Background: an optimization exercise with open tools, aiming at small area and a short achievable clock period. Do not read the settings as production practice. At most, simulation tests tie the RTL to the original design; equivalence was not proved. For run 1, only the layout was checked, not whether the RTL still works. Power figures rest on the tool's default switching activity, not on a simulated workload.

<file path="flow/design.v">
package alu_pkg;
    localparam int DATA_WIDTH   = 32;
    localparam int SHAMT_WIDTH  = 5;                           
    localparam int OPCODE_WIDTH = 6;
    localparam logic [OPCODE_WIDTH-1:0] OP_ADD    = 6'h00;
    localparam logic [OPCODE_WIDTH-1:0] OP_SUB    = 6'h01;
    localparam logic [OPCODE_WIDTH-1:0] OP_ADDSAT = 6'h02;
    localparam logic [OPCODE_WIDTH-1:0] OP_SUBSAT = 6'h03;
    localparam logic [OPCODE_WIDTH-1:0] OP_AND    = 6'h10;
    localparam logic [OPCODE_WIDTH-1:0] OP_OR     = 6'h11;
    localparam logic [OPCODE_WIDTH-1:0] OP_XOR    = 6'h12;
    localparam logic [OPCODE_WIDTH-1:0] OP_NOT    = 6'h13;
    localparam logic [OPCODE_WIDTH-1:0] OP_NOR    = 6'h14;
    localparam logic [OPCODE_WIDTH-1:0] OP_SHL    = 6'h15;
    localparam logic [OPCODE_WIDTH-1:0] OP_SHR    = 6'h16;
    localparam logic [OPCODE_WIDTH-1:0] OP_SAR    = 6'h17;
    localparam logic [OPCODE_WIDTH-1:0] OP_ROTL   = 6'h18;
    localparam logic [OPCODE_WIDTH-1:0] OP_ROTR   = 6'h19;
    localparam logic [OPCODE_WIDTH-1:0] OP_EQ     = 6'h20;
    localparam logic [OPCODE_WIDTH-1:0] OP_NE     = 6'h21;
    localparam logic [OPCODE_WIDTH-1:0] OP_LTS    = 6'h22;
    localparam logic [OPCODE_WIDTH-1:0] OP_LES    = 6'h23;
    localparam logic [OPCODE_WIDTH-1:0] OP_GTS    = 6'h24;
    localparam logic [OPCODE_WIDTH-1:0] OP_GES    = 6'h25;
    localparam logic [OPCODE_WIDTH-1:0] OP_LTU    = 6'h26;
    localparam logic [OPCODE_WIDTH-1:0] OP_LEU    = 6'h27;
    localparam logic [OPCODE_WIDTH-1:0] OP_GTU    = 6'h28;
    localparam logic [OPCODE_WIDTH-1:0] OP_GEU    = 6'h29;
endpackage
module operand_stage (
    input  logic        clk,
    input  logic        rst,
    input  logic        valid_instruction,
    input  logic [5:0]  opcode,
    input  logic [31:0] operand_a,
    input  logic [31:0] operand_b,
    input  logic        use_immediate,
    input  logic [31:0] immediate_value,
    output logic [31:0] p_q,
    output logic [31:0] g_q,
    output logic [4:0]  m_q,           
    output logic [4:0]  mn_q,          
    output logic        cin_q,         
    output logic        inv_q,         
    output logic        valid_q,
    output logic        arith_q,       
    output logic        sat_q,         
    output logic [2:0]  lut_q,         
    output logic        rot_q,         
    output logic        shr_q,         
    output logic        shl_q,         
    output logic        fill_q,        
    output logic        cmpu_q,
    output logic        cmps_q,
    output logic        cmpeq_q
);
    logic        sel_imm, sel_reg;
    logic [31:0] b_c;
    logic        invb, kill, left, cin, inv;
    logic        d_arith, d_sat, d_rot, d_shr, d_shl, d_fill, d_cmpu, d_cmps, d_cmpeq;
    logic [2:0]  d_lut;
    logic [4:0]  n, amt;
    always_comb begin
        d_arith = 1'b0; d_sat = 1'b0; d_lut = 3'b000;
        d_rot = 1'b0; d_shr = 1'b0; d_shl = 1'b0; d_fill = 1'b0;
        d_cmpu = 1'b0; d_cmps = 1'b0; d_cmpeq = 1'b0;
        case (opcode)
            alu_pkg::OP_ADD:    d_arith = 1'b1;
            alu_pkg::OP_SUB:    d_arith = 1'b1;
            alu_pkg::OP_ADDSAT: d_sat = 1'b1;
            alu_pkg::OP_SUBSAT: d_sat = 1'b1;
            alu_pkg::OP_AND:    d_lut = 3'b100;
            alu_pkg::OP_OR:     d_lut = 3'b110;
            alu_pkg::OP_XOR:    d_lut = 3'b010;
            alu_pkg::OP_NOT:    d_lut = 3'b001;        
            alu_pkg::OP_NOR:    d_lut = 3'b001;
            alu_pkg::OP_SHL:    d_shl = 1'b1;
            alu_pkg::OP_SHR:    d_shr = 1'b1;
            alu_pkg::OP_SAR:    begin d_shr = 1'b1; d_fill = 1'b1; end
            alu_pkg::OP_ROTL:   d_rot = 1'b1;
            alu_pkg::OP_ROTR:   d_rot = 1'b1;
            alu_pkg::OP_EQ:     d_cmpeq = 1'b1;
            alu_pkg::OP_NE:     d_cmpeq = 1'b1;
            alu_pkg::OP_LTS:    d_cmps = 1'b1;
            alu_pkg::OP_LES:    d_cmps = 1'b1;
            alu_pkg::OP_GTS:    d_cmps = 1'b1;
            alu_pkg::OP_GES:    d_cmps = 1'b1;
            alu_pkg::OP_LTU:    d_cmpu = 1'b1;
            alu_pkg::OP_LEU:    d_cmpu = 1'b1;
            alu_pkg::OP_GTU:    d_cmpu = 1'b1;
            alu_pkg::OP_GEU:    d_cmpu = 1'b1;
            default: ;
        endcase
    end
    logic [3:0] lo;
    assign lo   = opcode[3:0];
    assign invb = opcode[5] | (~opcode[4] & lo[0]);
    assign kill = opcode[4] & (lo[3] | (lo[1] & lo[0]) | (lo[2] & (lo[1] | lo[0])));
    assign left = ~lo[1] & (lo[3] ^ lo[0]);
    assign cin  = lo[0] ^ (opcode[5] & lo[1]);
    assign inv  = lo[1] | (lo[0] & ~lo[2] & ~lo[3]);
    assign sel_imm = use_immediate & ~kill;
    assign sel_reg = ~use_immediate & ~kill;
    assign b_c     = ((immediate_value & {32{sel_imm}}) | (operand_b & {32{sel_reg}})) ^ {32{invb}};
    assign n   = use_immediate ? immediate_value[4:0] : operand_b[4:0];
    assign amt = left ? 5'd0 - n : n;
    always_ff @(posedge clk) begin
        p_q   <= operand_a ^ b_c;
        g_q   <= operand_a & b_c;
        m_q   <= amt;
        mn_q  <= ~amt;
        cin_q <= cin;
        inv_q <= inv;
    end
    always_ff @(posedge clk or posedge rst) begin
        if (rst) begin
            valid_q <= 1'b0;
            arith_q <= 1'b0;
            sat_q   <= 1'b0;
            lut_q   <= 3'b000;
            rot_q   <= 1'b0;
            shr_q   <= 1'b0;
            shl_q   <= 1'b0;
            fill_q  <= 1'b0;
            cmpu_q  <= 1'b0;
            cmps_q  <= 1'b0;
            cmpeq_q <= 1'b0;
        end else begin
            valid_q <= valid_instruction;
            arith_q <= valid_instruction & d_arith;
            sat_q   <= valid_instruction & d_sat;
            lut_q   <= {3{valid_instruction}} & d_lut;
            rot_q   <= valid_instruction & d_rot;
            shr_q   <= valid_instruction & d_shr;
            shl_q   <= valid_instruction & d_shl;
            fill_q  <= valid_instruction & d_fill;
            cmpu_q  <= valid_instruction & d_cmpu;
            cmps_q  <= valid_instruction & d_cmps;
            cmpeq_q <= valid_instruction & d_cmpeq;
        end
    end
endmodule
module adder_unit (
    input  logic [31:0] p,
    input  logic [31:0] g,
    input  logic        cin,
    output logic [32:0] c
);
    logic [31:0] gu [0:5];      
    logic [31:0] pu [0:5];
    logic [31:0] gd [0:4];      
    logic [31:0] pd [0:4];
    always_comb begin
        gu[0] = g;
        pu[0] = p;
        gu[0][0] = cin ? (g[0] | p[0]) : g[0];          
    end
    for (genvar l = 0; l < 5; l++) begin : g_up
        for (genvar i = 0; i < 32; i++) begin : g_bit
            if ((i % (2 << l)) == ((2 << l) - 1)) begin : g_op
                assign gu[l+1][i] = gu[l][i] | (pu[l][i] & gu[l][i-(1<<l)]);
                assign pu[l+1][i] = pu[l][i] & pu[l][i-(1<<l)];
            end else begin : g_pass
                assign gu[l+1][i] = gu[l][i];
                assign pu[l+1][i] = pu[l][i];
            end
        end
    end
    assign gd[4] = gu[5];
    assign pd[4] = pu[5];
    for (genvar l = 3; l >= 0; l--) begin : g_dn
        for (genvar i = 0; i < 32; i++) begin : g_bit
            if ((i >= (3 << l) - 1) && ((i + 1) % (2 << l) == (1 << l))) begin : g_op
                assign gd[l][i] = gd[l+1][i] | (pd[l+1][i] & gd[l+1][i-(1<<l)]);
                assign pd[l][i] = pd[l+1][i] & pd[l+1][i-(1<<l)];
            end else begin : g_pass
                assign gd[l][i] = gd[l+1][i];
                assign pd[l][i] = pd[l+1][i];
            end
        end
    end
    assign c = {gd[0], cin};
endmodule
module logic_shift_unit (
    input  logic [31:0] p,
    input  logic [31:0] g,
    input  logic [4:0]  m,
    input  logic [4:0]  mn,
    input  logic [2:0]  lut,
    input  logic        rot,
    input  logic        shr,
    input  logic        shl,
    input  logic        fill,
    output logic [31:0] out
);
    logic [31:0] r [0:5];       
    logic [31:0] hi;            
    logic [31:0] keep;
    logic        mz;
    logic        keep_hi, keep_lo, fill_hi;
    logic [31:0] ge;            
    assign r[0] = p;
    rot_by1  u_rot1  (.x (r[0]), .s (m[0]), .sn (mn[0]), .yn (r[1]));
    rot_by2  u_rot2  (.x (r[1]), .s (m[1]), .sn (mn[1]), .yn (r[2]));
    rot_by4  u_rot4  (.x (r[2]), .s (m[2]), .sn (mn[2]), .yn (r[3]));
    rot_by8  u_rot8  (.x (r[3]), .s (m[3]), .sn (mn[3]), .yn (r[4]));
    rot_by16 u_rot16 (.x (r[4]), .s (m[4]), .sn (mn[4]), .yn (r[5]));
    assign ge      = 32'hFFFF_FFFF << m;
    assign mz      = ~|m;
    assign keep_hi = rot | shl;                        
    assign keep_lo = rot | shr | (shl & mz);           
    assign fill_hi = fill & p[31];                     
    for (genvar i = 0; i < 32; i++) begin : g_hi
        assign hi[i] = ~ge[31-i];                      
    end
    assign keep = (hi & {32{keep_hi}}) | (~hi & {32{keep_lo}});
    assign out = (~r[5] & keep)
               | (hi & {32{fill_hi}})
               | (g & {32{lut[2]}})
               | (p & {32{lut[1]}})
               | (~(g | p) & {32{lut[0]}});
endmodule
module rot_by1 (
    input  logic [31:0] x,
    input  logic        s,
    input  logic        sn,
    output logic [31:0] yn
);
    assign yn = ~((x | {32{s}}) & ({x[0], x[31:1]} | {32{sn}}));
endmodule
module rot_by2 (
    input  logic [31:0] x,
    input  logic        s,
    input  logic        sn,
    output logic [31:0] yn
);
    assign yn = ~((x | {32{s}}) & ({x[1:0], x[31:2]} | {32{sn}}));
endmodule
module rot_by4 (
    input  logic [31:0] x,
    input  logic        s,
    input  logic        sn,
    output logic [31:0] yn
);
    assign yn = ~((x | {32{s}}) & ({x[3:0], x[31:4]} | {32{sn}}));
endmodule
module rot_by8 (
    input  logic [31:0] x,
    input  logic        s,
    input  logic        sn,
    output logic [31:0] yn
);
    assign yn = ~((x | {32{s}}) & ({x[7:0], x[31:8]} | {32{sn}}));
endmodule
module rot_by16 (
    input  logic [31:0] x,
    input  logic        s,
    input  logic        sn,
    output logic [31:0] yn
);
    assign yn = ~((x | {32{s}}) & ({x[15:0], x[31:16]} | {32{sn}}));
endmodule
module compare_unit (
    input  logic [31:0] p,
    input  logic        g31,
    input  logic        c31,
    input  logic        cout,
    input  logic        inv,
    input  logic        cmpu,
    input  logic        cmps,
    input  logic        cmpeq,
    output logic        flag
);
    logic eq;
    logic cout_s;
    assign eq     = &p;                        
    assign cout_s = p[31] ? c31 : ~g31;
    assign flag   = ((cmpeq & eq) | (cmpu & cout) | (cmps & cout_s)) ^ (inv & (cmpeq | cmpu | cmps));
endmodule
module result_stage (
    input  logic        clk,
    input  logic        rst,
    input  logic        valid,
    input  logic        arith,
    input  logic        sat,
    input  logic        cin,
    input  logic [31:0] p,
    input  logic [31:0] g,
    input  logic [32:0] c,
    input  logic [31:0] logic_shift,
    input  logic        flag,
    output logic        resp_valid,
    output logic [31:0] resp_result,
    output logic        resp_carry,
    output logic        resp_overflow,
    output logic        resp_zero,
    output logic        resp_negative
);
    logic        ovf;
    logic        clamp;
    logic        add_en;
    logic [31:0] r0, r1;        
    logic [31:0] result_d;
    assign ovf    = ~p[31] & (c[31] ^ g[31]);
    assign clamp  = sat & ovf;
    assign add_en = arith | sat;
    assign r0 = logic_shift | (p & {32{add_en}});
    assign r1 = logic_shift | (~p & {32{add_en}});
    always_comb begin
        for (int i = 0; i < 32; i++) begin
            result_d[i] = c[i] ? r1[i] : r0[i];
        end
        if (clamp) result_d = {g[31], {31{~g[31]}}};     
        if (flag)  result_d = '1;
    end
    always_ff @(posedge clk or posedge rst) begin
        if (rst) begin
            resp_valid    <= 1'b0;
            resp_result   <= '0;
            resp_carry    <= 1'b0;
            resp_overflow <= 1'b0;
        end else begin
            resp_valid    <= valid;
            resp_result   <= result_d;
            resp_carry    <= arith & (c[32] ^ cin);
            resp_overflow <= add_en & ovf;
        end
    end
    assign resp_zero     = resp_valid & ~|resp_result;
    assign resp_negative = resp_result[31];
endmodule
module int_alu_core (
    input  logic        clk,
    input  logic        rst,
    input  logic        valid_instruction,
    input  logic [5:0]  opcode,
    input  logic [31:0] operand_a,
    input  logic [31:0] operand_b,
    input  logic        use_immediate,
    input  logic [31:0] immediate_value,
    output logic        resp_valid,
    output logic [31:0] resp_result,
    output logic        resp_carry,
    output logic        resp_overflow,
    output logic        resp_zero,
    output logic        resp_negative
);
    logic [31:0] p, g, ls_out;
    logic [32:0] c;
    logic [4:0]  m, mn;
    logic        cin, inv, valid, arith, sat, rot, shr, shl, fill, cmpu, cmps, cmpeq;
    logic [2:0]  lut;
    logic        flag;
    operand_stage u_operand_stage (
        .clk (clk), .rst (rst),
        .valid_instruction (valid_instruction), .opcode (opcode),
        .operand_a (operand_a), .operand_b (operand_b),
        .use_immediate (use_immediate), .immediate_value (immediate_value),
        .p_q (p), .g_q (g), .m_q (m), .mn_q (mn), .cin_q (cin), .inv_q (inv), .valid_q (valid),
        .arith_q (arith), .sat_q (sat), .lut_q (lut), .rot_q (rot), .shr_q (shr),
        .shl_q (shl), .fill_q (fill), .cmpu_q (cmpu), .cmps_q (cmps), .cmpeq_q (cmpeq)
    );
    adder_unit u_adder_unit (
        .p (p), .g (g), .cin (cin), .c (c)
    );
    logic_shift_unit u_logic_shift_unit (
        .p (p), .g (g), .m (m), .mn (mn), .lut (lut), .rot (rot), .shr (shr), .shl (shl),
        .fill (fill), .out (ls_out)
    );
    compare_unit u_compare_unit (
        .p (p), .g31 (g[31]), .c31 (c[31]), .cout (c[32]), .inv (inv),
        .cmpu (cmpu), .cmps (cmps), .cmpeq (cmpeq), .flag (flag)
    );
    result_stage u_result_stage (
        .clk (clk), .rst (rst), .valid (valid), .arith (arith), .sat (sat), .cin (cin),
        .p (p), .g (g), .c (c), .logic_shift (ls_out), .flag (flag),
        .resp_valid (resp_valid), .resp_result (resp_result), .resp_carry (resp_carry),
        .resp_overflow (resp_overflow), .resp_zero (resp_zero), .resp_negative (resp_negative)
    );
endmodule
module alu_top (
    input  logic        clk,
    input  logic        rst,
    input  logic        valid_instruction,
    input  logic [5:0]  opcode,
    input  logic [31:0] operand_a,
    input  logic [31:0] operand_b,
    input  logic        use_immediate,
    input  logic [31:0] immediate_value,
    output logic        resp_valid,
    output logic [31:0] resp_result,
    output logic        resp_carry,
    output logic        resp_overflow,
    output logic        resp_zero,
    output logic        resp_negative
);
    int_alu_core u_core (
        .clk               (clk),
        .rst               (rst),
        .valid_instruction (valid_instruction),
        .opcode            (opcode),
        .operand_a         (operand_a),
        .operand_b         (operand_b),
        .use_immediate     (use_immediate),
        .immediate_value   (immediate_value),
        .resp_valid        (resp_valid),
        .resp_result       (resp_result),
        .resp_carry        (resp_carry),
        .resp_overflow     (resp_overflow),
        .resp_zero         (resp_zero),
        .resp_negative     (resp_negative)
    );
endmodule
</file>
<file path="flow/flow/run.sh">
#!/bin/bash
# Own layout flow: the standard ORFS flow (standard.sh, standard synthesis
# unchanged) with two sizing changes: the I/O port buffers are inserted as
# buf_1 cells instead of the cell buffer_ports picks by default, and the
# resizer may swap cells across footprints (MATCH_CELL_FOOTPRINT=0), so those
# buffers and the logic can be upsized where timing needs it.
set -euo pipefail
export BUFFER_PORTS_ARGS="-buffer_cell sky130_fd_sc_hd__buf_1"
bash standard.sh MATCH_CELL_FOOTPRINT=0 finish > flow_make.log 2>&1
</file>
<file path="flow/standard.sh">
#!/bin/bash
# synth_recipe.tcl (not shown) runs the flow's synth.tcl, then flattens the netlist and writes it again
# the make line also repeats each setting of config.mk as NAME=value (left out here)
make -C /OpenROAD-flow-scripts/flow DESIGN_CONFIG=/design/flow/config.mk WORK_HOME=/design/flow/orfs CLKGATE_MAP_FILE= SYNTH_SCRIPT=/design/flow/synth_recipe.tcl "${@:-finish}"
</file>
<file path="flow/constraint.sdc">
create_clock -name core_clock -period 6.0 [get_ports {clk}]
set_input_delay 1.2000 -clock core_clock [delete_from_list [all_inputs] [get_ports {clk}]]
set_output_delay 1.2000 -clock core_clock [all_outputs]
set_load 0.01 [all_outputs]
</file>
<file path="flow/config.mk">
export PLATFORM = sky130hd
export DESIGN_NAME = alu_top
export DESIGN_NICKNAME = alu_top
export VERILOG_FILES = /design/flow/design.v
export SDC_FILE = /design/flow/constraint.sdc
export NUM_CORES = 4
export LEC_CHECK = 0
export CAP_MARGIN = 20
export CORE_MARGIN = 2
export CORE_UTILIZATION = 50
export CTS_BUF_LIST = sky130_fd_sc_hd__clkbuf_8
export SETUP_SLACK_MARGIN = 3.2
export SLEW_MARGIN = 20
export TNS_END_PERCENT = 100
</file>
==> impl_metrics.yaml, run 1 <==
synthesis:
  yosys_warnings: 330
  netlist_top_cells_area: "dfxtp_1 (17%), dfrtp_1 (13%), o22ai_1 (9.3%)"
  syn_inst: 1106
  yosys.area.top_type_share_pct: 17.0
  synth_edf_count: 0
  ys_seq_area_share_pct: 30.5
  synth_seq_cells: 124
  async_flop_share_pct: 38.7
  synth_fp_nets: 1251
  yosysTopAreaCell: "dfxtp_1"
  dominantRegCellSynth: "dfxtp_1"
  synth_cell_types: 81
  syn-cell-area_mm2: 0.00893
  avgSynthCellArea_um2: 8.07
run_status:
  status: "timing/DRC/antenna clean"
hold_path:
  min_from: "u_core.u_operand_stage.valid_q"
  worstHoldPathCells: 0
  holdPathEnd: "u_core.u_result_stage.resp_valid"
  min_path_type: "reg -> reg"
setup_path:
  ff2ff_path_depth: 8
  crit_buf_inv: 1
  r2r_end: "u_core.u_result_stage.resp_result[31]"
  cp.arrival_ps: 1600
  max_stage_delay_ps: 410
  worst_ep_required_time_ps: 4800
  critPathCaptureType: "output pin"
  crit_type: "reg -> out"
  startpoint_type: "flip-flop"
  crit_chain: "nor4_4, nand4_1, nor3_2, buf_2"
  cp_slowest_cell: "dfrtp_1"
  r2r_start: "u_core.u_operand_stage.p_q[23]"
  worstPathMaxFanout: 2
  path_delay_family: "simple AND/OR/NAND/NOR gates"
  r2r_slack_ps: 3230
cells_and_area:
  drive_above_1_share_pct: 11.0
  seq_area_mm2: 0.00275
  multi_input_area_mm2: 0.00585
  nets: 1333
  area_delta_synth_final_pct: 14.3
  fillers: 1613
sta:
  worst_pin_slew_ps: 1040
  fin_worst_skew_ps: 12.6
  fin_setup_tns_ps: 0
  setup_violations: 0
  hold_slack_ps: 495
  setup_slack_ps: 3200
  fmax_mhz: 357
  final-max-slew-violation-count: 0
  slew_headroom_pct: 30.6
  min_period_ps: 2800
  rsz0062_at_grt: "yes"
  finalCritPeriodShare_pct: 46.7
  hold_violations: 0
drt:
  num_vias: 9481
  routed_wl_um: 32100
  vias_per_cell: 6.63
  drc: 0
  ant_nets: 0
  dr.pass1.iters: 8
  drt-wirelength-per-cell_um: 22.4
  drt-initial-drc-count: 1234
grt:
  grt_max_degree: 55
  grt_pass1_vias: 8319
  antenna_found_initial: 4
  track_usage_pct: 34.0
  grt_pass1_wl_um: 48200
  grt.overflow.total: 0
floorplan:
  core_mm2: 0.0174
  die_area_mm2: 0.0189
  io_pins: 143
  start_util_pct: 51.4
  row_count: 48
  die_height_um: 138
  die_w_um: 138
clock_network:
  clock-sinks: 124
  clk_pin_slew_ps: 70
  holdBufCountCts: 0
  clk_latency_ps: 460
  numCtsBuffers: 17
  cts_root_buf: "clkbuf_8"
  htree_levels: 4
  cts_max_path_buffers: 2
  cts_tree: "yes"
flow_run:
  cap_violations: 0
pwr:
  p_leak_uw: 0.00389
  ir_drop_mv: 0.192
  p_per_area_mw_per_mm2: 297
placed_design:
  dpl_worst_slack_ps: 2510
  gp_congestion: 1.02
  io_buffers: 142
  hpwl_um: 23300
final cells by class:
class | count | area share, %
Clock inverter | 15 | 1.56
Timing Repair Buffer | 173 | 8.05
Sequential cell | 124 | 26.9
Multi-Input combinational cell | 846 | 57.4
Clock buffer | 17 | 2.29
Inverter | 26 | 0.969
Antenna cell | 4 | 0.0981
Tap cell | 225 | 2.76
layer usage:
layer | track usage [%] | vias up | part of all wire [%] | wire length (um)
met3 | 7.65 | 84 | 11 | 3400
met2 | 49.6 | 600 | 43 | 13700
met1 | 47.4 | 4441 | 43 | 13700
met5 | 0 | - | 0 | 0
met4 | 16.3 | 0 | 3.9 | 1240
li1 | - | 4356 | - | -
flip-flops by register name (all words and copies together) (netlist names):
| name | cells |
|---|---|
| u_core.u_operand_stage.arith_q | 1 |
| u_core.u_operand_stage.cin_q | 1 |
| u_core.u_operand_stage.cmpeq_q | 1 |
| u_core.u_operand_stage.cmps_q | 1 |
| u_core.u_operand_stage.cmpu_q | 1 |
| u_core.u_operand_stage.fill_q | 1 |
| u_core.u_operand_stage.g_q | 32 |
| u_core.u_operand_stage.inv_q | 1 |
| u_core.u_operand_stage.lut_q | 3 |
| u_core.u_operand_stage.m_q | 5 |
| u_core.u_operand_stage.mn_q | 5 |
| u_core.u_operand_stage.p_q | 32 |
| u_core.u_operand_stage.rot_q | 1 |
| u_core.u_operand_stage.sat_q | 1 |
| u_core.u_operand_stage.shl_q | 1 |
| u_core.u_operand_stage.shr_q | 1 |
| u_core.u_operand_stage.valid_q | 1 |
| u_core.u_result_stage.resp_carry | 1 |
| u_core.u_result_stage.resp_overflow | 1 |
| u_core.u_result_stage.resp_result | 32 |
| u_core.u_result_stage.resp_valid | 1 |
cell usage after synthesis, types with 13 or more instances:
library cell,count
a211oi_1,13
a21oi_1,51
a221oi_1,22
a22oi_1,16
a31oi_1,15
buf_2,27
clkbuf_1,74
dfrtp_1,48
dfxtp_1,76
ha_1,39
inv_1,24
mux2i_1,36
nand2_1,60
nor2_1,113
nor3_1,20
nor3b_1,13
o21ai_0,44
o21ai_1,36
o221ai_1,14
o22ai_1,132
xnor2_1,49
cell usage in the layout, fill, tap and decap left out, types with 26 or more instances in the layout:
master / count
ha_1: 39
dfxtp_1: 59
dfrtp_1: 48
inv_1: 26
o21ai_0: 43
o22ai_1: 131
mux2i_1: 34
nor2_1: 111
xnor2_1: 49
o21ai_1: 36
a21oi_1: 48
buf_1: 140
nand2_1: 60
report_power, final:
part / leakage [uW] / switching, uW / internal [uW]
Clock: 0.000209 / 345 / 403
Combinational: 0.00240 / 695 / 423
Sequential: 0.00129 / 216 / 950
Total: 0.00389 / 1250 / 1780
metrics by stage:
step | instances | total power, uW | utilization [%] | cell area [um^2]
floorplan | 1106 | 1870 | - | 8930
global placement | 1380 | 2190 | 54.3 | 9430
detailed placement | 1380 | 2190 | 54.3 | 9430
CTS | 1425 | 2990 | 58.1 | 10100
global route | 1426 | 3190 | 58.7 | 10200
finish | 1430 | 3030 | 58.8 | 10200
worst max-delay path by stage:
stage	startpoint	endpoint	slack, ps	depth (start not counted)
3_5_place_dp	opcode[0]	u_core.u_operand_stage.p_q[19]	2510	9
3_3_place_gp	opcode[0]	u_core.u_operand_stage.p_q[0]	2550	9
5_1_grt	u_core.u_result_stage.resp_result[29]	resp_zero	3070	4
6_report	u_core.u_result_stage.resp_result[29]	resp_zero	3200	4
4_1_cts	u_core.u_result_stage.resp_result[30]	resp_zero	3120	4
2_1_floorplan	use_immediate	u_core.u_operand_stage.p_q[3]	3200	6
timing repair:
action	4_1_cts	5_1_grt
pin swaps	11	8
setup endpoints to repair	77	69
resized for setup	34	25
cloned	1	0
buffers inserted	12	1
logic make-up (layout without fill, tap and decap cells):
family                     after synthesis  after routing  share of synthesized area [%]
AOI/OAI and AO/OA                      423            424                           32.3
and+or+nand+nor                        291            291                           15.8
buffers and inverters                  137            231                           6.39
DFF                                    124            124                           30.5
xor gates and xnor gates                55             55                           5.40
adders and majority gates               39             39                           5.47
muxes                                   37             37                           4.16
other                                    0              4                              0
==> inputs of run 2 (changes only) <==
--- a/flow/design.v
+++ b/flow/design.v
@@ -193,29 +193,28 @@
     input  logic        fill,
     output logic [31:0] out
 );
-    logic [31:0] r [0:5];       
+    logic [31:0] r [0:4];       
     logic [31:0] hi;            
     logic [31:0] keep;
+    logic [31:0] k0, k1;        
     logic        mz;
-    logic        keep_hi, keep_lo, fill_hi;
     logic [31:0] ge;            
+    assign ge = 32'hFFFF_FFFF << m;
     assign r[0] = p;
-    rot_by1  u_rot1  (.x (r[0]), .s (m[0]), .sn (mn[0]), .yn (r[1]));
-    rot_by2  u_rot2  (.x (r[1]), .s (m[1]), .sn (mn[1]), .yn (r[2]));
-    rot_by4  u_rot4  (.x (r[2]), .s (m[2]), .sn (mn[2]), .yn (r[3]));
-    rot_by8  u_rot8  (.x (r[3]), .s (m[3]), .sn (mn[3]), .yn (r[4]));
-    rot_by16 u_rot16 (.x (r[4]), .s (m[4]), .sn (mn[4]), .yn (r[5]));
-    assign ge      = 32'hFFFF_FFFF << m;
-    assign mz      = ~|m;
-    assign keep_hi = rot | shl;                        
-    assign keep_lo = rot | shr | (shl & mz);           
-    assign fill_hi = fill & p[31];                     
+    rot_by1 u_rot1 (.x (r[0]), .s (m[0]), .sn (mn[0]), .yn (r[1]));
+    rot_by2 u_rot2 (.x (r[1]), .s (m[1]), .sn (mn[1]), .yn (r[2]));
+    rot_by4 u_rot4 (.x (r[2]), .s (m[2]), .sn (mn[2]), .yn (r[3]));
+    rot_by8 u_rot8 (.x (r[3]), .s (m[3]), .sn (mn[3]), .yn (r[4]));
+    assign mz   = ~|m;
     for (genvar i = 0; i < 32; i++) begin : g_hi
         assign hi[i] = ~ge[31-i];                      
     end
-    assign keep = (hi & {32{keep_hi}}) | (~hi & {32{keep_lo}});
-    assign out = (~r[5] & keep)
-               | (hi & {32{fill_hi}})
+    assign keep = {32{rot}} | ({32{shr}} & ~hi) | ({32{shl}} & (hi | {32{mz}}));
+    assign k0   = keep & {32{mn[4]}};
+    assign k1   = keep & {32{m[4]}};
+    assign out = (r[4] & k0)
+               | ({r[4][15:0], r[4][31:16]} & k1)
+               | ({32{fill & p[31]}} & hi)
                | (g & {32{lut[2]}})
                | (p & {32{lut[1]}})
                | (~(g | p) & {32{lut[0]}});
@@ -252,14 +251,6 @@
 );
     assign yn = ~((x | {32{s}}) & ({x[7:0], x[31:8]} | {32{sn}}));
 endmodule
-module rot_by16 (
-    input  logic [31:0] x,
-    input  logic        s,
-    input  logic        sn,
-    output logic [31:0] yn
-);
-    assign yn = ~((x | {32{s}}) & ({x[15:0], x[31:16]} | {32{sn}}));
-endmodule
 module compare_unit (
     input  logic [31:0] p,
     input  logic        g31,
--- a/flow/config.mk
+++ b/flow/config.mk
@@ -11,4 +11,5 @@
 export CTS_BUF_LIST = sky130_fd_sc_hd__clkbuf_8
 export SETUP_SLACK_MARGIN = 3.2
 export SLEW_MARGIN = 20
+export SYNTH_HIERARCHICAL = 1
 export TNS_END_PERCENT = 100
==> run 2 against run 1 <==
  * Register-to-register slack lost 310 ps
  * Maximum frequency fell by 9.1%
  * Combinational power is essentially flat
  * Critical path depth increased by 9
  * Total power fell by 0.75%
  * Highest routed layer unchanged
==> impl_metrics.yaml, run 2 <==
setup_path:
  crit_chain: "nand4_1, a2111o_1, a21oi_4, o21ai_2, a31oi_4, a21o_1, nand2b_4, a32o_2, a31oi_4, xor2_2, nor2_4, buf_8, o21ai_1"
  path_common_cell: "a31oi_4"
  max_stage_delay_ps: 540
  crit_buf_inv: 1
  cp_slowest_cell: "a2111o_1"
  path_delay_family: "compound AO/OA/AOI/OAI gates"
  critPathCaptureType: "flip-flop"
  startpoint_type: "flip-flop"
  crit_type: "reg -> reg"
  worst_ep_required_time_ps: 6330
  worstPathMaxFanout: 8
  cp.arrival_ps: 3410
grt:
  grt_pass1_vias: 8060
  grt.busiest_layer: "met1"
  grt.overflow.total: 0
  grt_max_degree: 62
  track_usage_pct: 34.4
  grt_pass1_wl_um: 48500
  antenna_found_initial: 0
  grt_util_met2_pct: 47.0
  grt_use_met3_pct: 6.92
  met1_usage_pct: 49.5
floorplan:
  die_area_mm2: 0.0189
  die_height_um: 138
  io_pins: 143
  die_w_um: 138
  start_util_pct: 51.4
  core_mm2: 0.0174
  row_count: 48
clock_network:
  clock-sinks: 124
  cts_root_buf: "clkbuf_8"
  cts_max_path_buffers: 2
  htree_levels: 4
  numCtsBuffers: 17
  clk_pin_slew_ps: 80
  holdBufCountCts: 0
  cts_tree: "yes"
  clk_latency_ps: 450
cells_and_area:
  final_cell_mix: "buf_1 (138), o22ai_1 (125), nor2_1 (76), a21oi_1 (53), dfxtp_1 (49)"
  n_antenna_cell: 0
  reg_top3: "u_core.u_operand_stage.g_q: 32 flops, u_core.u_operand_stage.p_q: 32 flops, u_core.u_result_stage.resp_result: 32 flops"
  fillers: 1616
  drive_above_1_share_pct: 14.5
  final_common_cell: "buf_1"
  area_delta_synth_final_pct: 14.8
  nets: 1283
synthesis:
  syn_inst: 1023
  yosys_warnings: 336
  syn-cell-area_mm2: 0.00893
  yosysTopAreaCell: "dfxtp_1"
  synth_most_common_cell: "o22ai_1"
  synth_fp_nets: 1168
  synth_cell_types: 71
  ys_seq_area_share_pct: 30.5
  synth_edf_count: 0
  dominantRegCellSynth: "dfxtp_1"
  netlist_top_cells_area: "dfxtp_1 (17%), dfrtp_1 (13%), o22ai_1 (9.0%)"
  async_flop_share_pct: 38.7
  synth_common_cells: "o22ai_1 (128), nor2_1 (77), dfxtp_1 (76), a21oi_1 (54), dfrtp_1 (48)"
  yosys.area.top_type_share_pct: 17.0
  avgSynthCellArea_um2: 8.73
  synth_seq_cells: 124
pwr:
  ir_drop_mv: 0.165
  pwr-share-seq_pct: 39.1
  p_leak_uw: 0.00412
  sw_frac_of_total_pct: 42.6
  p_int_uw: 1730
  p_per_area_mw_per_mm2: 294
  power_switching_uw: 1280
  power_frac_clock_pct: 23.9
  combPwrFrac_pct: 37.0
sta:
  fin_worst_skew_ps: 19.4
  worst_pin_slew_ps: 1120
  setup_violations: 0
  finalCritPeriodShare_pct: 51.3
  final-max-slew-violation-count: 0
  rsz0062_at_grt: "yes"
  slew_headroom_pct: 25.3
  hold_violations: 0
  setup_slack_ps: 2920
  fin_setup_tns_ps: 0
  min_period_ps: 3080
  fmax_mhz: 325
drt:
  num_vias: 9085
  routed_wl_um: 32500
  ant_nets: 0
  drt-initial-drc-count: 842
  drc: 0
  dr.pass1.iters: 5
  vias_per_cell: 6.60
  drt-wirelength-per-cell_um: 23.6
hold_path:
  min_path_type: "reg -> reg"
flow_run:
  cap_violations: 0
placed_design:
  dpl_worst_slack_ps: 2120
  gp_congestion: 0.995
  hpwl_um: 23600
  io_buffers: 142
run_status:
  status: "timing/DRC/antenna clean"
## run 2: worst paths after layout
path	startpoint	endpoint	slack [ps]	cells past startpoint
min in group asynchronous	rst	u_core.u_operand_stage.rot_q	740	2
worst max register to register	u_core.u_operand_stage.p_q[3]	u_core.u_result_stage.resp_result[1]	2920	13
worst max-delay path	u_core.u_operand_stage.p_q[3]	u_core.u_result_stage.resp_result[1]	2920	13
worst min register to register	u_core.u_operand_stage.valid_q	u_core.u_result_stage.resp_valid	380	0
worst min-delay path	u_core.u_operand_stage.valid_q	u_core.u_result_stage.resp_valid	380	0
max in group asynchronous	rst	u_core.u_result_stage.resp_result[23]	4870	3
## run 2: cells by family (layout without fill, tap and decap cells)
kind of cell | count (synthesis) | in the layout | synth area share, %
compound gates | 414 | 415 | 31.4
simple gates | 230 | 231 | 13.7
xor+xnor | 73 | 73 | 7.16
fa+ha+maj | 39 | 39 | 5.47
buf+inv | 97 | 223 | 6.36
flops | 124 | 124 | 30.5
mux | 46 | 46 | 5.38
## run 2: stage by stage
| step | instances | instance area, um^2 | hold WS [ps] | power, uW | util [%] |
|---|---|---|---|---|---|
| final | 1376 | 10200 | 379 | 3010 | 59.0 |
| after floorplan | 1023 | 8930 | 331 | 1840 | - |
| after detailed placement | 1320 | 9350 | 373 | 2170 | 53.9 |
| after global placement | 1320 | 9350 | 347 | 2170 | 53.9 |
| after CTS | 1373 | 10100 | 386 | 2940 | 58.1 |
| after global routing | 1376 | 10200 | 383 | 3150 | 59.0 |
## run 2: routing by layer
metal / vias to the layer above / share of wire (%)
li1: 4195 / -
met4: 0 / 5.6
met1: 4221 / 44
met2: 572 / 41
met5: - / 0
met3: 97 / 9.2
## run 2: layout make-up
type / instances / area (um^2) / share of cell area, %
clock buffers: 17 / 234 / 2.28
flip-flops and latches: 124 / 2770 / 27.0
well taps: 225 / 282 / 2.75
repair buffers: 180 / 877 / 8.56
multi-input cells: 804 / 5890 / 57.5
clock inverters: 15 / 155 / 1.51
inverters: 11 / 41.3 / 0.403
## run 2: what timing repair did
action,CTS,global route
setup buffers,16,3
pin swaps,18,7
cloned,5,0
endpoints found under the setup margin,99,60
resized for setup,74,38
## run 2: power by group through the flow
| stage | registers [uW] | clock network, uW | logic [uW] |
|---|---|---|---|
| 2_1_floorplan | 1090 | 0 | 750 |
| 3_3_place_gp | 1170 | 0 | 1000 |
| 3_5_place_dp | 1170 | 0 | 1000 |
| 4_1_cts | 1160 | 727 | 1060 |
| 5_1_grt | 1190 | 771 | 1190 |
| 6_report | 1180 | 719 | 1110 |
## run 2: Yosys stat by module, one instance, submodules excluded, excerpt
module	times used	area (um^2)	cells	flops+latches
rot_by1	1	251	38	0
operand_stage	1	3450	292	89
adder_unit	1	567	83	0
compare_unit	1	131	18	0
rot_by8	1	264	38	0
logic_shift_unit	1	2020	312	0
rot_by2	1	260	38	0
result_stage	1	1720	166	35
rot_by4	1	260	38	0
==> inputs of run 3 (changes only) <==
--- a/flow/config.mk
+++ b/flow/config.mk
@@ -11,5 +11,4 @@
 export CTS_BUF_LIST = sky130_fd_sc_hd__clkbuf_8
 export SETUP_SLACK_MARGIN = 3.2
 export SLEW_MARGIN = 20
-export SYNTH_HIERARCHICAL = 1
 export TNS_END_PERCENT = 100
==> run 3 against run 2 <==
  * Maximum frequency is 9.1% higher
  * Clock power is 6.0% higher
  * Largest cell class unchanged
  * Critical path type is now reg -> out
  * First-iteration DRC count is 50% higher
  * Non-clock buffer count is 11 lower
==> impl_metrics.yaml, run 3 <==
run_status:
  status: "timing/DRC/antenna clean"
setup_path:
  cp_slowest_cell: "dfrtp_1"
  worstPathMaxFanout: 2
  startpoint_type: "flip-flop"
  max_stage_delay_ps: 400
  crit_buf_inv: 1
  crit_chain: "nor4_2, nand4_1, nor3_2, buf_2"
  cp.arrival_ps: 1620
  worst_ep_required_time_ps: 4800
  critPathCaptureType: "output pin"
  path_delay_family: "simple AND/OR/NAND/NOR gates"
  crit_type: "reg -> out"
sta:
  setup_slack_ps: 3180
  fmax_mhz: 354
  fin_setup_tns_ps: 0
  finalCritPeriodShare_pct: 47.1
  fin_worst_skew_ps: 22.9
  setup_violations: 0
  hold_violations: 0
  slew_headroom_pct: 25.4
  worst_pin_slew_ps: 1120
  rsz0062_at_grt: "yes"
  min_period_ps: 2820
  final-max-slew-violation-count: 0
synthesis:
  yosysTopAreaCell: "dfxtp_1"
  synth_seq_cells: 124
  syn_inst: 1057
  avgSynthCellArea_um2: 8.23
  synth_fp_nets: 1202
  syn-cell-area_mm2: 0.00869
  yosys_warnings: 330
  synth_top_family_by_area: "compound AO/OA/AOI/OAI gates"
  synth_xor_area_share_pct: 6.75
  async_flop_share_pct: 38.7
  ys_seq_area_share_pct: 31.3
  netlist_top_cells_area: "dfxtp_1 (17%), dfrtp_1 (14%), o22ai_1 (9.4%)"
  synth_common_cells: "o22ai_1 (131), clkbuf_1 (91), nor2_1 (80), dfxtp_1 (76), o21ai_0 (66)"
  synthSimpleGateAreaFrac_pct: 13.2
  synthMuxAreaShare_pct: 5.41
  synth_edf_count: 0
  yosys.area_share.adder_pct: 5.61
  dominantRegCellSynth: "dfxtp_1"
  synth_compound_area_share_pct: 31.6
  yosys.area.top_type_share_pct: 17.5
  synth_most_common_cell: "o22ai_1"
  synth_cell_types: 60
drt:
  routed_wl_um: 31500
  drt-wirelength-per-cell_um: 22.9
  drt-initial-drc-count: 1260
  num_vias: 8987
  dr.pass1.iters: 6
  vias_per_cell: 6.53
  drc: 0
  ant_nets: 0
clock_network:
  clk_pin_slew_ps: 90
  numCtsBuffers: 17
  htree_levels: 4
  clk_latency_ps: 470
  cts_tree: "yes"
  holdBufCountCts: 0
  clock-sinks: 124
  cts_max_path_buffers: 2
  cts_root_buf: "clkbuf_8"
floorplan:
  start_util_pct: 50.6
  die_w_um: 136
  die_area_mm2: 0.0185
  io_pins: 143
  row_count: 48
  core_mm2: 0.0172
  die_height_um: 136
grt:
  grt_pass1_wl_um: 46500
  track_usage_pct: 33.6
  grt_max_degree: 55
  antenna_found_initial: 0
  grt_pass1_vias: 7962
  grt.overflow.total: 0
pwr:
  p_per_area_mw_per_mm2: 303
  ir_drop_mv: 0.151
  p_leak_uw: 0.00392
cells_and_area:
  final_util_pct: 58.3
  nets: 1283
  n_antenna_cell: 0
  reg_top3: "u_core.u_operand_stage.g_q: 32 flops, u_core.u_operand_stage.p_q: 32 flops, u_core.u_result_stage.resp_result: 32 flops"
  final_common_cell: "buf_1"
  final_cells: 1376
  area_delta_synth_final_pct: 15.2
  final_cell_mix: "buf_1 (140), o22ai_1 (130), nor2_1 (79), dfxtp_1 (68), o21ai_0 (57)"
  drive_above_1_share_pct: 9.73
placed_design:
  gp_congestion: 0.987
  hpwl_um: 22500
  io_buffers: 142
  dpl_worst_slack_ps: 2560
  dp_cells: 1331
hold_path:
  min_path_type: "reg -> reg"
flow_run:
  cap_violations: 0
## run 3: final timing paths
kind,start,to,slack [ps],depth (start not counted)
max reg2reg,u_core.u_operand_stage.p_q[22],u_core.u_result_stage.resp_result[19],3230,9
min in group asynchronous,rst,u_core.u_result_stage.resp_result[13],840,2
min,u_core.u_operand_stage.valid_q,u_core.u_result_stage.resp_valid,520,0
max,u_core.u_result_stage.resp_result[13],resp_zero,3180,4
min reg2reg,u_core.u_operand_stage.valid_q,u_core.u_result_stage.resp_valid,520,0
max in group asynchronous,rst,u_core.u_operand_stage.fill_q,4650,2
## run 3: repair_timing
| item | CTS | global route |
|---|---|---|
| gates resized for setup | 32 | 42 |
| setup buffers | 4 | 5 |
| gates cloned | 2 | 2 |
| pin swaps | 6 | 10 |
| endpoints found under the setup margin | 74 | 58 |
## run 3: area by class of cell
cell class	instances	area, um^2
clock inverters	13	140
multi-input cells	804	5740
fillers	1622	7160
inverters	22	83.8
repair buffers	169	768
well taps	225	282
flip-flops and latches	124	2740
clock buffers	19	262
## run 3: cell families after synthesis
family                     Yosys count
adders and majority gates           39
and+or+nand+nor                    235
muxes                               47
buffers and inverters              132
AOI/OAI and AO/OA                  413
DFF                                124
xor gates and xnor gates            67
## run 3: per-stage QoR
step                total power (uW)  hold WS (ps)  area, um^2
floorplan                       1850           331        8690
global placement                2160           492        9200
detailed placement              2170           481        9200
CTS                             2970           497        9820
global route                    3180           501       10000
finish                          3030           516       10000
## run 3: worst register-to-register path: stages, from the launching register on
cell	delay, ps
dfxtp_4	390
and2_4	160
a221o_1	330
a221oi_4	410
o22ai_2	140
a311oi_4	330
a21o_1	220
and3_4	290
o32a_4	270
o21ai_1	110
## run 3: where the power goes
group / internal (uW) / switching [uW] / leakage [uW]
sequential: 944 / 225 / 0.00129
clock: 393 / 369 / 0.000212
combinational: 439 / 662 / 0.00242
total: 1780 / 1260 / 0.00392
## run 3: layer usage
| layer | vias to the layer above | routed length [um] | GRT usage [%] |
|---|---|---|---|
| li1 | 4163 | - | - |
| met1 | 4226 | 13700 | 46.8 |
| met2 | 529 | 13900 | 50.7 |
| met3 | 69 | 2870 | 6.94 |
| met4 | 0 | 1060 | 13.7 |
| met5 | - | 0 | 0 |
==> inputs of run 4 (changes only) <==
--- a/flow/design.v
+++ b/flow/design.v
@@ -193,7 +193,7 @@
     input  logic        fill,
     output logic [31:0] out
 );
-    logic [31:0] r [0:4];       
+    logic [31:0] r [0:4];
     logic [31:0] hi;            
     logic [31:0] keep;
     logic [31:0] k0, k1;        
@@ -201,10 +201,9 @@
     logic [31:0] ge;            
     assign ge = 32'hFFFF_FFFF << m;
     assign r[0] = p;
-    rot_by1 u_rot1 (.x (r[0]), .s (m[0]), .sn (mn[0]), .yn (r[1]));
-    rot_by2 u_rot2 (.x (r[1]), .s (m[1]), .sn (mn[1]), .yn (r[2]));
-    rot_by4 u_rot4 (.x (r[2]), .s (m[2]), .sn (mn[2]), .yn (r[3]));
-    rot_by8 u_rot8 (.x (r[3]), .s (m[3]), .sn (mn[3]), .yn (r[4]));
+    for (genvar k = 0; k < 4; k++) begin : g_rot
+        assign r[k+1] = (r[k] | {32{m[k]}}) & ({r[k][(1<<k)-1:0], r[k][31:(1<<k)]} | {32{mn[k]}});
+    end
     assign mz   = ~|m;
     for (genvar i = 0; i < 32; i++) begin : g_hi
         assign hi[i] = ~ge[31-i];                      
@@ -219,38 +218,6 @@
                | (p & {32{lut[1]}})
                | (~(g | p) & {32{lut[0]}});
 endmodule
-module rot_by1 (
-    input  logic [31:0] x,
-    input  logic        s,
-    input  logic        sn,
-    output logic [31:0] yn
-);
-    assign yn = ~((x | {32{s}}) & ({x[0], x[31:1]} | {32{sn}}));
-endmodule
-module rot_by2 (
-    input  logic [31:0] x,
-    input  logic        s,
-    input  logic        sn,
-    output logic [31:0] yn
-);
-    assign yn = ~((x | {32{s}}) & ({x[1:0], x[31:2]} | {32{sn}}));
-endmodule
-module rot_by4 (
-    input  logic [31:0] x,
-    input  logic        s,
-    input  logic        sn,
-    output logic [31:0] yn
-);
-    assign yn = ~((x | {32{s}}) & ({x[3:0], x[31:4]} | {32{sn}}));
-endmodule
-module rot_by8 (
-    input  logic [31:0] x,
-    input  logic        s,
-    input  logic        sn,
-    output logic [31:0] yn
-);
-    assign yn = ~((x | {32{s}}) & ({x[7:0], x[31:8]} | {32{sn}}));
-endmodule
 module compare_unit (
     input  logic [31:0] p,
     input  logic        g31,
==> flow/flow/run.sh (replaced) <==
#!/bin/bash
# Own layout flow: the standard ORFS flow (standard.sh, standard synthesis
# unchanged) with three layout changes: the I/O port buffers are inserted as
# buf_1 cells instead of the cell buffer_ports picks by default, the resizer
# may swap cells across footprints (MATCH_CELL_FOOTPRINT=0), so those buffers
# and the logic can be upsized where timing needs it, and clock tree synthesis
# clusters more flip-flops per leaf buffer.
set -euo pipefail
export BUFFER_PORTS_ARGS="-buffer_cell sky130_fd_sc_hd__buf_1"
export CTS_ARGS="-sink_clustering_enable -repair_clock_nets -sink_clustering_size 30 -sink_clustering_max_diameter 200 -sink_clustering_levels 1 -buf_list sky130_fd_sc_hd__clkbuf_8"
bash standard.sh MATCH_CELL_FOOTPRINT=0 finish > flow_make.log 2>&1
==> run 4 against run 3 <==
  * Non-clock buffer count is 7 lower
  * Flip-flop and latch count stayed put
  * Total power is 3.1% higher
  * Cell area is 2.6% higher
  * Core utilization is 1.3 points lower
  * Clock-buffer cell count is 2 lower
  * Maximum frequency is 0.73% higher
  * Synthesized cell count is 2.2% higher
  * Clock power is 3.3% higher
  * Critical endpoint unchanged
  * First-iteration DRC count is 7.2% higher
==> impl_metrics.yaml, run 4 <==
run_status:
  status: "timing/DRC/antenna clean"
sta:
  setup_violations: 0
  rsz0062_at_grt: "yes"
  hold_violations: 0
  finalCritPeriodShare_pct: 46.7
  min_period_ps: 2800
  fin_worst_skew_ps: 16.6
  fmax_mhz: 357
  final-max-slew-violation-count: 0
  hold_slack_ps: 351
  slew_headroom_pct: 27.6
  worst_pin_slew_ps: 1080
  fin_setup_tns_ps: 0
drt:
  drt-initial-drc-count: 1351
  dr.pass1.iters: 8
  drt-wirelength-per-cell_um: 22.4
  routed_wl_um: 31200
  vias_per_cell: 6.53
  ant_nets: 0
  num_vias: 9091
  drc: 0
cells_and_area:
  n_antenna_cell: 0
  final_common_cell: "buf_1"
  area_delta_synth_final_pct: 11.8
  final_cell_mix: "buf_1 (140), nor2_1 (80), a22oi_1 (77), a21oi_1 (63), o22a_1 (57)"
  nets: 1295
  drive_above_1_share_pct: 12.2
  final_cells: 1392
  reg_top3: "u_core.u_operand_stage.g_q: 32 flops, u_core.u_operand_stage.p_q: 32 flops, u_core.u_result_stage.resp_result: 32 flops"
setup_path:
  startpoint_type: "flip-flop"
  path_delay_family: "simple AND/OR/NAND/NOR gates"
  max_stage_delay_ps: 410
  cp_slowest_cell: "dfrtp_1"
  cp.arrival_ps: 1600
  worstPathMaxFanout: 2
  crit_type: "reg -> out"
  crit_buf_inv: 1
  critPathCaptureType: "output pin"
  crit_chain: "nor4_4, nand4_1, nor3_1, buf_2"
  worst_ep_required_time_ps: 4800
synthesis:
  synth_most_common_cell: "nor2_1"
  dominantRegCellSynth: "dfxtp_1"
  yosys.area.top_type_share_pct: 16.6
  syn_inst: 1080
  synth_edf_count: 0
  yosysTopAreaCell: "dfxtp_1"
  ys_seq_area_share_pct: 29.6
  yosys_warnings: 329
  async_flop_share_pct: 38.7
  synth_fp_nets: 1225
  synth_seq_cells: 124
  netlist_top_cells_area: "dfxtp_1 (17%), dfrtp_1 (13%), a22oi_1 (6.3%)"
  syn-cell-area_mm2: 0.00919
  synth_common_cells: "nor2_1 (81), clkbuf_1 (78), a22oi_1 (77), dfxtp_1 (76), a21oi_1 (65)"
  avgSynthCellArea_um2: 8.51
  synth_cell_types: 76
grt:
  grt_max_degree: 68
  antenna_found_initial: 0
  grt_pass1_vias: 7986
  track_usage_pct: 31.4
  grt_pass1_wl_um: 47400
  grt.overflow.total: 0
placed_design:
  hpwl_um: 22900
  io_buffers: 142
  dp_cells: 1351
  gp_congestion: 0.973
pwr:
  p_per_area_mw_per_mm2: 304
  p_total_uw: 3130
  combPwrFrac_pct: 37.3
  power_frac_clock_pct: 25.2
  power_switching_uw: 1330
  pwr-share-seq_pct: 37.5
  p_leak_uw: 0.00404
  p_int_uw: 1800
  ir_drop_mv: 0.140
  sw_frac_of_total_pct: 42.4
floorplan:
  io_pins: 143
  core_mm2: 0.0180
  row_count: 49
  die_w_um: 140
  die_height_um: 140
  die_area_mm2: 0.0195
  start_util_pct: 51.0
clock_network:
  clock-sinks: 124
  cts_root_buf: "clkbuf_8"
  clk_pin_slew_ps: 80
  cts_max_path_buffers: 2
  numCtsBuffers: 17
  holdBufCountCts: 0
  clk_latency_ps: 460
  cts_tree: "yes"
  htree_levels: 4
flow_run:
  cap_violations: 0
hold_path:
  min_path_type: "reg -> reg"
## run 4: logic make-up (layout without fill, tap and decap cells)
kind of cell,Yosys count,after routing,share of synthesized area [%]
AOI/OAI and AO/OA,441,442,35.2
xor gates and xnor gates,65,65,6.19
adders and majority gates,39,39,5.31
buffers and inverters,140,221,6.74
DFF,124,124,29.6
muxes,43,43,4.68
and+or+nand+nor,228,229,12.3
## run 4: timing repair
item	CTS	global route
resized for setup	21	22
gates cloned	2	0
setup buffers	7	0
endpoints found under the setup margin	34	37
pin swaps	7	2
## run 4: final timing paths
kind	from	endpoint	slack (ps)	cells after the start
max	u_core.u_result_stage.resp_result[4]	resp_zero	3200	4
min	u_core.u_operand_stage.valid_q	u_core.u_result_stage.resp_valid	350	0
max reg2reg	u_core.u_operand_stage.p_q[9]	u_core.u_result_stage.resp_result[6]	3290	10
min reg2reg	u_core.u_operand_stage.valid_q	u_core.u_result_stage.resp_valid	350	0
max in group asynchronous	rst	u_core.u_result_stage.resp_result[6]	4690	2
min in group asynchronous	rst	u_core.u_result_stage.resp_valid	840	2
## run 4: final cells by class
type | count | area, um^2
clock buffer | 17 | 234
clock inverter | 15 | 174
fill | 1722 | 7750
inverter | 27 | 103
multi-input combinational | 818 | 5990
sequential | 124 | 2750
tap | 229 | 287
timing repair buffer | 162 | 738
## run 4: per-layer routing
metal	global-route usage, %	share of wire, %
met5	0	0
met4	15.8	4.8
met3	7.09	11
met2	42.7	40
met1	46.4	45
## run 4: stage by stage
step                      setup slack, ps  util, %  cell area [um^2]
after floorplan                      3200        -              9190
after global placement               2700     53.3              9610
after global routing                 3110     57.0             10300
final                                3200     57.0             10300
after detailed placement             2620     53.3              9610
after CTS                            3150     56.8             10200
## run 4: power groups by stage
stage / sequential, uW / combinational, uW / clock [uW]
2_1_floorplan: 1030 / 895 / 0
3_3_place_gp: 1160 / 1120 / 0
3_5_place_dp: 1160 / 1110 / 0
4_1_cts: 1150 / 1140 / 799
5_1_grt: 1190 / 1260 / 834
6_report: 1170 / 1170 / 787
==> inputs of run 5 (changes only) <==
--- a/flow/design.v
+++ b/flow/design.v
@@ -46,9 +46,8 @@
     output logic        arith_q,       
     output logic        sat_q,         
     output logic [2:0]  lut_q,         
-    output logic        rot_q,         
-    output logic        shr_q,         
-    output logic        shl_q,         
+    output logic        khi_q,         
+    output logic        klo_q,         
     output logic        fill_q,        
     output logic        cmpu_q,
     output logic        cmps_q,
@@ -118,9 +117,8 @@
             arith_q <= 1'b0;
             sat_q   <= 1'b0;
             lut_q   <= 3'b000;
-            rot_q   <= 1'b0;
-            shr_q   <= 1'b0;
-            shl_q   <= 1'b0;
+            khi_q   <= 1'b0;
+            klo_q   <= 1'b0;
             fill_q  <= 1'b0;
             cmpu_q  <= 1'b0;
             cmps_q  <= 1'b0;
@@ -130,9 +128,8 @@
             arith_q <= valid_instruction & d_arith;
             sat_q   <= valid_instruction & d_sat;
             lut_q   <= {3{valid_instruction}} & d_lut;
-            rot_q   <= valid_instruction & d_rot;
-            shr_q   <= valid_instruction & d_shr;
-            shl_q   <= valid_instruction & d_shl;
+            khi_q   <= valid_instruction & (d_rot | d_shl);
+            klo_q   <= valid_instruction & (d_rot | d_shr | (d_shl & ~|n));
             fill_q  <= valid_instruction & d_fill;
             cmpu_q  <= valid_instruction & d_cmpu;
             cmps_q  <= valid_instruction & d_cmps;
@@ -187,28 +184,26 @@
     input  logic [4:0]  m,
     input  logic [4:0]  mn,
     input  logic [2:0]  lut,
-    input  logic        rot,
-    input  logic        shr,
-    input  logic        shl,
+    input  logic        khi,           
+    input  logic        klo,           
     input  logic        fill,
     output logic [31:0] out
 );
-    logic [31:0] r [0:4];
+    logic [31:0] r [0:4];       
     logic [31:0] hi;            
     logic [31:0] keep;
     logic [31:0] k0, k1;        
-    logic        mz;
     logic [31:0] ge;            
     assign ge = 32'hFFFF_FFFF << m;
     assign r[0] = p;
-    for (genvar k = 0; k < 4; k++) begin : g_rot
-        assign r[k+1] = (r[k] | {32{m[k]}}) & ({r[k][(1<<k)-1:0], r[k][31:(1<<k)]} | {32{mn[k]}});
-    end
-    assign mz   = ~|m;
+    rot_by1 u_rot1 (.x (r[0]), .s (m[0]), .sn (mn[0]), .yn (r[1]));
+    rot_by2 u_rot2 (.x (r[1]), .s (m[1]), .sn (mn[1]), .yn (r[2]));
+    rot_by4 u_rot4 (.x (r[2]), .s (m[2]), .sn (mn[2]), .yn (r[3]));
+    rot_by8 u_rot8 (.x (r[3]), .s (m[3]), .sn (mn[3]), .yn (r[4]));
     for (genvar i = 0; i < 32; i++) begin : g_hi
         assign hi[i] = ~ge[31-i];                      
     end
-    assign keep = {32{rot}} | ({32{shr}} & ~hi) | ({32{shl}} & (hi | {32{mz}}));
+    assign keep = (hi & {32{khi}}) | (~hi & {32{klo}});
     assign k0   = keep & {32{mn[4]}};
     assign k1   = keep & {32{m[4]}};
     assign out = (r[4] & k0)
@@ -218,6 +213,38 @@
                | (p & {32{lut[1]}})
                | (~(g | p) & {32{lut[0]}});
 endmodule
+module rot_by1 (
+    input  logic [31:0] x,
+    input  logic        s,
+    input  logic        sn,
+    output logic [31:0] yn
+);
+    assign yn = ~((x | {32{s}}) & ({x[0], x[31:1]} | {32{sn}}));
+endmodule
+module rot_by2 (
+    input  logic [31:0] x,
+    input  logic        s,
+    input  logic        sn,
+    output logic [31:0] yn
+);
+    assign yn = ~((x | {32{s}}) & ({x[1:0], x[31:2]} | {32{sn}}));
+endmodule
+module rot_by4 (
+    input  logic [31:0] x,
+    input  logic        s,
+    input  logic        sn,
+    output logic [31:0] yn
+);
+    assign yn = ~((x | {32{s}}) & ({x[3:0], x[31:4]} | {32{sn}}));
+endmodule
+module rot_by8 (
+    input  logic [31:0] x,
+    input  logic        s,
+    input  logic        sn,
+    output logic [31:0] yn
+);
+    assign yn = ~((x | {32{s}}) & ({x[7:0], x[31:8]} | {32{sn}}));
+endmodule
 module compare_unit (
     input  logic [31:0] p,
     input  logic        g31,
@@ -306,7 +333,7 @@
     logic [31:0] p, g, ls_out;
     logic [32:0] c;
     logic [4:0]  m, mn;
-    logic        cin, inv, valid, arith, sat, rot, shr, shl, fill, cmpu, cmps, cmpeq;
+    logic        cin, inv, valid, arith, sat, khi, klo, fill, cmpu, cmps, cmpeq;
     logic [2:0]  lut;
     logic        flag;
     operand_stage u_operand_stage (
@@ -315,14 +342,14 @@
         .operand_a (operand_a), .operand_b (operand_b),
         .use_immediate (use_immediate), .immediate_value (immediate_value),
         .p_q (p), .g_q (g), .m_q (m), .mn_q (mn), .cin_q (cin), .inv_q (inv), .valid_q (valid),
-        .arith_q (arith), .sat_q (sat), .lut_q (lut), .rot_q (rot), .shr_q (shr),
-        .shl_q (shl), .fill_q (fill), .cmpu_q (cmpu), .cmps_q (cmps), .cmpeq_q (cmpeq)
+        .arith_q (arith), .sat_q (sat), .lut_q (lut), .khi_q (khi), .klo_q (klo),
+        .fill_q (fill), .cmpu_q (cmpu), .cmps_q (cmps), .cmpeq_q (cmpeq)
     );
     adder_unit u_adder_unit (
         .p (p), .g (g), .cin (cin), .c (c)
     );
     logic_shift_unit u_logic_shift_unit (
-        .p (p), .g (g), .m (m), .mn (mn), .lut (lut), .rot (rot), .shr (shr), .shl (shl),
+        .p (p), .g (g), .m (m), .mn (mn), .lut (lut), .khi (khi), .klo (klo),
         .fill (fill), .out (ls_out)
     );
     compare_unit u_compare_unit (
==> flow/flow/run.sh (replaced) <==
#!/bin/bash
# Own layout flow: the standard ORFS flow (standard.sh, standard synthesis
# unchanged), with the I/O port buffers inserted as buf_1 cells instead of the
# cell buffer_ports picks by default. The resizer still upsizes them as needed.
set -euo pipefail
export BUFFER_PORTS_ARGS="-buffer_cell sky130_fd_sc_hd__buf_1"
bash standard.sh finish > flow_make.log 2>&1
==> run 5 against run 4 <==
  * Critical endpoint unchanged
  * Critical path depth did not move
  * Cell area decreased by 2.9%
  * Still clean on timing, DRC and antenna
  * Worst setup slack worse by 53 ps
  * Critical path type unchanged
  * Largest power group unchanged
  * Clock-buffer cell count is the same
  * Die area fell by 4.1%
  * Clock skew is 6.1 ps lower
==> impl_metrics.yaml, run 5 <==
drt:
  drt-wirelength-per-cell_um: 22.3
  dr.pass1.iters: 6
  ant_nets: 0
  drc: 0
  vias_per_cell: 6.50
  drt-initial-drc-count: 1259
  routed_wl_um: 30300
  num_vias: 8849
cells_and_area:
  area_delta_synth_final_pct: 13.4
  n_antenna_cell: 0
  nets: 1269
  multi_input_area_mm2: 0.00573
  drive_above_1_share_pct: 13.4
  final_common_cell: "buf_1"
  reg_top3: "u_core.u_operand_stage.g_q: 32 flops, u_core.u_operand_stage.p_q: 32 flops, u_core.u_result_stage.resp_result: 32 flops"
  final_cell_mix: "buf_1 (139), o22ai_1 (131), nor2_1 (77), dfxtp_1 (70), a21oi_1 (62)"
  seq_area_mm2: 0.00271
  fillers: 1575
  final_cells: 1361
sta:
  min_period_ps: 2860
  finalCritPeriodShare_pct: 47.6
  hold_slack_ps: 356
  slew_headroom_pct: 22.4
  worst_pin_slew_ps: 1160
  setup_slack_ps: 3140
  hold_violations: 0
  rsz0062_at_grt: "yes"
  fin_setup_tns_ps: 0
  final-max-slew-violation-count: 0
  fmax_mhz: 350
  setup_violations: 0
  fin_worst_skew_ps: 10.6
placed_design:
  io_buffers: 142
  hpwl_um: 22300
  dp_cells: 1319
  dpl_worst_slack_ps: 2570
  gp_congestion: 1.03
clock_network:
  clk_pin_slew_ps: 80
  clock-sinks: 123
  holdBufCountCts: 0
  numCtsBuffers: 17
  htree_levels: 4
  cts_tree: "yes"
  cts_root_buf: "clkbuf_8"
  cts_max_path_buffers: 2
  clk_latency_ps: 460
synthesis:
  synth_xor_area_share_pct: 5.27
  synth_top_family_by_area: "compound AO/OA/AOI/OAI gates"
  synth_compound_area_share_pct: 30.3
  netlist_top_cells_area: "dfxtp_1 (17%), dfrtp_1 (13%), o22ai_1 (9.3%)"
  syn_inst: 1043
  synth_edf_count: 0
  yosys.area.top_type_share_pct: 17.3
  yosys_warnings: 330
  yosys.area_share.adder_pct: 5.68
  synth_cell_types: 69
  avgSynthCellArea_um2: 8.44
  yosysTopAreaCell: "dfxtp_1"
  syn-cell-area_mm2: 0.00881
  synth_seq_cells: 123
  synthMuxAreaShare_pct: 7.76
  dominantRegCellSynth: "dfxtp_1"
  synth_common_cells: "o22ai_1 (131), nor2_1 (79), dfxtp_1 (76), clkbuf_1 (70), a21oi_1 (65)"
  synth_most_common_cell: "o22ai_1"
  synthSimpleGateAreaFrac_pct: 14.1
  ys_seq_area_share_pct: 30.6
  synth_fp_nets: 1189
  async_flop_share_pct: 38.2
hold_path:
  min_path_type: "reg -> reg"
  holdPathEnd: "u_core.u_result_stage.resp_valid"
  worstHoldPathCells: 0
  min_from: "u_core.u_operand_stage.valid_q"
setup_path:
  startpoint: "u_core.u_result_stage.resp_result[3]"
  cp.arrival_ps: 1660
  worstPathMaxFanout: 2
  crit_type: "reg -> out"
  r2r_start: "u_core.u_operand_stage.p_q[2]"
  ff2ff_path_depth: 9
  r2r_end: "u_core.u_result_stage.resp_result[15]"
  worst_ep_required_time_ps: 4800
  r2r_slack_ps: 3240
  startpoint_type: "flip-flop"
  critPathCaptureType: "output pin"
pwr:
  p_total_uw: 2860
  power_frac_clock_pct: 25.3
  p_leak_uw: 0.00389
  combPwrFrac_pct: 34.9
  p_per_area_mw_per_mm2: 286
  sw_frac_of_total_pct: 41.0
  p_int_uw: 1690
  ir_drop_mv: 0.140
  pwr-share-seq_pct: 39.8
  power_switching_uw: 1170
run_status:
  status: "timing/DRC/antenna clean"
floorplan:
  die_area_mm2: 0.0187
  row_count: 48
  io_pins: 143
  die_w_um: 137
  die_height_um: 137
  core_mm2: 0.0172
  start_util_pct: 51.1
grt:
  grt_pass1_vias: 7685
  antenna_found_initial: 0
  grt.overflow.total: 0
  track_usage_pct: 32.5
  grt_pass1_wl_um: 45400
  grt_max_degree: 49
flow_run:
  cap_violations: 0
## run 5: changes by cell type in the layout (fill, tap and decap cells not counted), sizes merged, moves of 15 or more
cell / change
o31a: -15
mux2: +18
a221oi: +16
a22oi: -63
nor3b: +16
o22ai: +82
o22a: -56
## run 5: critical path, stage by stage (launching register included)
cell and delay [ps]:
dfrtp_1 410, nor4_4 370, nand4_1 130, nor3_1 140, buf_2 150
## run 5: kinds of logic (layout without fill, tap and decap cells)
group,count (synthesis),after routing
AOI/OAI and AO/OA,387,387
and+or+nand+nor,244,246
buffers and inverters,130,221
DFF,123,123
muxes,66,66
xor gates and xnor gates,53,53
adders and majority gates,40,40
## run 5: routing by layer
| metal | up-vias | wire [um] | GRT usage, % |
|---|---|---|---|
| met4 | 0 | 1260 | 14.3 |
| met2 | 537 | 12800 | 47.2 |
| met3 | 65 | 2870 | 5.56 |
| li1 | 4146 | - | - |
| met1 | 4101 | 13400 | 46.9 |
| met5 | - | 0 | 0 |
## run 5: cell type report
type | count | share of cell area [%]
clock buffer | 17 | 2.34
multi-input combinational | 792 | 57.4
clock inverter | 15 | 1.53
sequential | 123 | 27.1
tap | 225 | 2.82
inverter | 22 | 0.827
timing repair buffer | 167 | 8.00
## run 5: repair_timing
item,in CTS,in global routing
gates cloned,2,0
resized for setup,19,17
buffers inserted,6,1
setup endpoints to repair,33,83
pin swaps,5,2
## run 5: per-stage QoR
step | utilization [%] | cell area (um^2)
after floorplan | - | 8810
after global placement | 54.0 | 9310
after detailed placement | 54.0 | 9310
after CTS | 57.4 | 9900
after global routing | 57.9 | 9980
final | 57.9 | 9980
## run 5: power by group through the flow
| stage | logic [uW] | registers [uW] | clock network [uW] |
|---|---|---|---|
| after floorplan | 769 | 1010 | 0 |
| after global placement | 936 | 1140 | 0 |
| after detailed placement | 942 | 1140 | 0 |
| after CTS | 967 | 1120 | 735 |
| after global routing | 1080 | 1150 | 775 |
| final | 998 | 1140 | 723 |
## run 5: worst max path at each step
stage	end	slack, ps	depth (start not counted)
final	resp_zero	3140	4
after global routing	resp_zero	3020	4
after CTS	resp_zero	3090	4
after detailed placement	u_core.u_operand_stage.klo_q	2570	9
after global placement	u_core.u_operand_stage.klo_q	2560	9
after floorplan	u_core.u_operand_stage.p_q[11]	3240	6

-- what the ideal ports hide --
No port has a modelled driver above. Below, the same layouts with a new extraction and two added sets of constraints. Step 1, drivers: a clkbuf_16 drives clk and a buf_2 each remaining input, both assumed. Step 2 times the ports against the registers' clock, not the clock port: input delays grow and output delays shrink by t, the midpoint of the rising clock arrivals with the driver on. a / b / c = ideal ports / drivers / drivers and shift; a / b = the first two.
run | t (ns) | setup WS [ns] | worst hold slack (ns) | latest minus earliest clock arrival (ns) | pins driven straight from the clock port
run 1 | 0.491 | 3.200 / 3.157 / 2.976 | 0.495 / 0.495 / 0.495 | 0.013 / 0.013 | 1
run 2 | 0.483 | 2.920 / 2.920 / 2.865 | 0.379 / 0.379 / 0.379 | 0.020 / 0.020 | 1
run 3 | 0.502 | 3.177 / 3.137 / 2.908 | 0.516 / 0.516 / 0.516 | 0.023 / 0.023 | 1
run 4 | 0.500 | 3.197 / 3.153 / 2.819 | 0.351 / 0.351 / 0.351 | 0.017 / 0.018 | 1
run 5 | 0.489 | 3.144 / 3.104 / 2.886 | 0.356 / 0.356 / 0.356 | 0.012 / 0.011 | 1
After both steps every run listed still meets setup and hold. For run 4, which loses most, drivers alone change the setup slack by -0.044 ns; drivers and shift together by -0.378 ns.
